This is an optimization exercise on Yosys and OpenROAD, whose aim is small area, not a production implementation. Function was checked by simulation only, so behaviour that the tests miss may differ from the original. No driver is modelled on the clock port, so clock power and skew are understated where the tree is cut down; a real chip needs a root buffer or a tree. Power and IR drop assume default switching activity.

== job 6744 ==
## hub75_bcm_ctl
module hub75_bcm_ctl #(
  parameter int COLOR_COUNT = 3,
  parameter int COLOR_BITS = 4,
  parameter int COL_ADDR_BITS = 6,
  parameter int ROW_ADDR_BITS = 4,
  parameter int SECTIONS = 2,
  parameter int BLANK_CYCLES = 4,
  parameter int ON_UNIT = 8
) (
  input  logic clk,
  input  logic rst,
  input  logic enable,
  input  logic [7:0] brightness,
  input  logic [SECTIONS*COLOR_COUNT*(2**COL_ADDR_BITS)*COLOR_BITS-1:0] row_in,
  input  logic row_valid,
  output logic row_req,
  output logic [ROW_ADDR_BITS-1:0] next_row,
  output logic hub_clk,
  output logic hub_lat,
  output logic hub_noe,
  output logic [ROW_ADDR_BITS-1:0] hub_mux,
  output logic [SECTIONS*COLOR_COUNT-1:0] s_out,
  output logic frame_done
);
  localparam int C = 2**COL_ADDR_BITS;
  localparam int SC = SECTIONS*COLOR_COUNT;
  localparam int L = 255;
  localparam logic [1:0] P_IDLE = 2'd0, P_SHIFT = 2'd1, P_BLANK = 2'd2, P_DISP = 2'd3;
  logic [1:0] ph, ph_n;            
  logic [6:0] cnt, cnt_n;          
  logic [5:0] cnt_hi;
  assign cnt = {cnt_hi, hub_clk};
  logic [1:0] plane, plane_n;
  logic [6:0] br, br_n;            
  logic nreq;                      
  logic load, nload;
  logic sh, bl, dp, cin, e, req_n, done_n, lat_n;
  logic [5:0] up;
  logic [6:0] mask;
  assign load = row_req & row_valid;
  assign nload = nreq | ~row_valid;
  always_comb begin
    sh = ph == P_SHIFT;
    bl = ph == P_BLANK;
    dp = ph == P_DISP;
    cin = cnt[0] | ~sh;
    {e, up} = {1'b0, cnt[6:1]} + 7'(cin);
  ...
Settings: LEC_CHECK=0, CAP_MARGIN=20, CORE_AREA=10 10 530 530, DIE_AREA=0 0 540 540, PLACE_DENSITY=0.9, SLEW_MARGIN=25; clock period 10.0 ns.
standard.sh (not shown) runs the stock make flow with config.mk's settings and CLKGATE_MAP_FILE= SYNTH_SCRIPT=/design/flow/synth_recipe.tcl, a recipe that flattens the netlist after the stock synthesis.
==> flow/flow/run.sh <==
#!/bin/bash
# Standard ORFS layout, with minimum-size port buffers and the clock tree
# built by cts_tree.tcl (recursive-bisection clusters) in place of TritonCTS.
set -euo pipefail
# Leaves: inv_16 driving about 36 flip-flops; two levels of clkbuf_16 with
# fanout 4; a clkinv_16 root on the clock port (two inversions in all).
export CT_LEAF_SINKS=${CT_LEAF_SINKS:-34}
export CT_LEAF_BUF=${CT_LEAF_BUF:-sky130_fd_sc_hd__inv_16}
export CT_UP_BUFS=${CT_UP_BUFS:-"sky130_fd_sc_hd__clkbuf_16 sky130_fd_sc_hd__clkbuf_16"}
export CT_ROOT_BUF=${CT_ROOT_BUF:-sky130_fd_sc_hd__clkinv_16}
export CT_FANOUTS=${CT_FANOUTS:-"4 4"}
export CT_SLEW_TARGET=${CT_SLEW_TARGET:-0.112}
bash standard.sh \
  'BUFFER_PORTS_ARGS=-buffer_cell sky130_fd_sc_hd__buf_1' \
  "PRE_CTS_TCL=$PWD/flow/cts_tree.tcl" \
  finish > flow.log 2>&1
Other scripts of this flow, unchanged in this note and not shown: flow/flow/cts_tree.tcl
Job 6744 ran to completion and came out clean on the timing, DRC and antenna checks.
## Diff of input files: job 3222 against job 6744
diff --git a/flow/config.mk b/flow/config.mk
--- a/flow/config.mk
+++ b/flow/config.mk
@@ -11,2 +11,2 @@
-export PLACE_DENSITY = 0.9
-export SLEW_MARGIN = 25
+export PLACE_DENSITY = 0.7
+export SLEW_MARGIN = 20
Notes after the runs:
Design area across job 3222 and job 6744: no real change. Number of global-route vias before repair ended up 1136 lower on job 3222 than on job 6744. Comparing job 3222 and job 6744, the higher clock skew was measured on job 3222. Amount of wire on met3 after detailed routing, job 3222 and job 6744: higher on job 6744.
Input-level comparison between job 5885 and job 3222:
diff --git a/flow/config.mk b/flow/config.mk
--- a/flow/config.mk
+++ b/flow/config.mk
@@ -12 +12 @@
-export SLEW_MARGIN = 20
+export SLEW_MARGIN = 25
==> run notes <==
Standby leakage power across job 3222 and job 5885: no real change. Between job 3222 and job 5885, the difference in sequential share of layout area is negligible. In the metrics for job 3222 and job 5885, the one carrying the higher sum of met3 wire segment lengths after detailed routing is job 3222. Job 5885 vs job 3222, final hold slack went down by 0.0042 ns. | clock network latency to the later pin of the worst-skew pair | job 3222 vs job 5885 | ≈ equal |. Comparing job 3222 with job 5885, the detailed-route wire length per cell came out essentially unchanged.
Setup changes, job 5885 to job 1669
diff --git a/flow/config.mk b/flow/config.mk
--- a/flow/config.mk
+++ b/flow/config.mk
@@ -8 +8 @@
-export CAP_MARGIN = 20
+export CAP_MARGIN = 5
@@ -12 +12 @@
-export SLEW_MARGIN = 25
+export SLEW_MARGIN = 30
==> run notes <==
Job 1669 went all the way through the flow, and no timing, DRC or antenna check failed. On job 1669: wire length on met3 is about 1% higher than what job 5885 gave. Side by side, part of the cycle the worst path needs turned out higher in job 1669 than in job 5885. The share of the final layout cell area in multi-input gates of job 5885 and that of job 1669 are within noise of each other. Net switching power figure sits lower in job 1669 than in job 5885. The time the final worst path needs with I/O delays and setup in job 1669 sits 0.017 ns above the value recorded for job 5885. Compared job 5885 against job 1669; post-synthesis to final-layout area growth within noise. For final total power, job 1669 and job 5885 come out practically identical. Between job 5885 and job 1669, the difference in total non-filler cell area in the finished layout is negligible. For internal power component, job 5885 and job 1669 come out practically identical.
diff inputs: job 1669 => job 2117
diff --git a/flow/config.mk b/flow/config.mk
--- a/flow/config.mk
+++ b/flow/config.mk
@@ -8 +8 @@
-export CAP_MARGIN = 5
+export CAP_MARGIN = 20
@@ -12 +12 @@
-export SLEW_MARGIN = 30
+export SLEW_MARGIN = 35
Notes after the runs:
From job 1669 to job 2117 the numbers moved as follows: final critical-path share of the clock period now smaller, sequential share of cell area comparable, cell area comparable, sequential group share of total power comparable, register-to-register slack comparable. Between job 1669 and job 2117, the difference in overall fraction of global-route tracks in use is negligible. The total power consumption of the routed design was comparable across job 1669 and job 2117. sky130_fd_sc_hd__and2_4 as the slowest stage cell on the critical path was reported by job 1669, and sky130_fd_sc_hd__buf_12 by job 2117. Summary — actual slew at the worst max-slew pin, job 2117 relative to job 1669: lower, by 0.014 ns. Taking job 1669 as the reference, in job 2117 final-layout worst hold slack now sits at about the same level; layout-stage area growth over the synthesis result now sits at about the same level. Any difference in final routed wire length divided by cell count between job 2117 and job 1669 is small enough to ignore.
In every run of this note, the design's own scripts or RTL, not TritonCTS, make the clock network.

port drivers added, routing unchanged:
No port has a modelled driver above. Below, the same layouts with a new extraction and two added sets of constraints.
Step 1 assumes that a clkbuf_16 drives the clock port and a buf_2 every other input.
Step 2, shift: input delay + t, output delay - t, t = (earliest + latest rising clock arrival at the registers) / 2. This alone moves slack from input paths to output paths.
Three values: ideal ports, drivers, drivers and shift; two values: the first two.
run | shift t [ns] | slack for setup (ns) | worst setup path at the end | worst data-port slew with drivers (ns)
job 6744 | 0.796 | 5.708 / 5.723 / 4.927 | input to register | 0.36
job 3222 | 0.816 | 5.567 / 5.627 / 4.811 | input to register | 0.29
job 5885 | 0.816 | 5.644 / 5.704 / 4.888 | input to register | 0.29
job 1669 | 0.793 | 5.627 / 5.680 / 4.886 | input to register | 0.30
job 2117 | 0.794 | 5.802 / 5.866 / 5.072 | input to register | 0.30
After both steps setup and hold are still met in every run listed. For job 6744, which loses most, drivers alone change the setup slack by +0.015 ns; drivers and shift together by -0.781 ns.
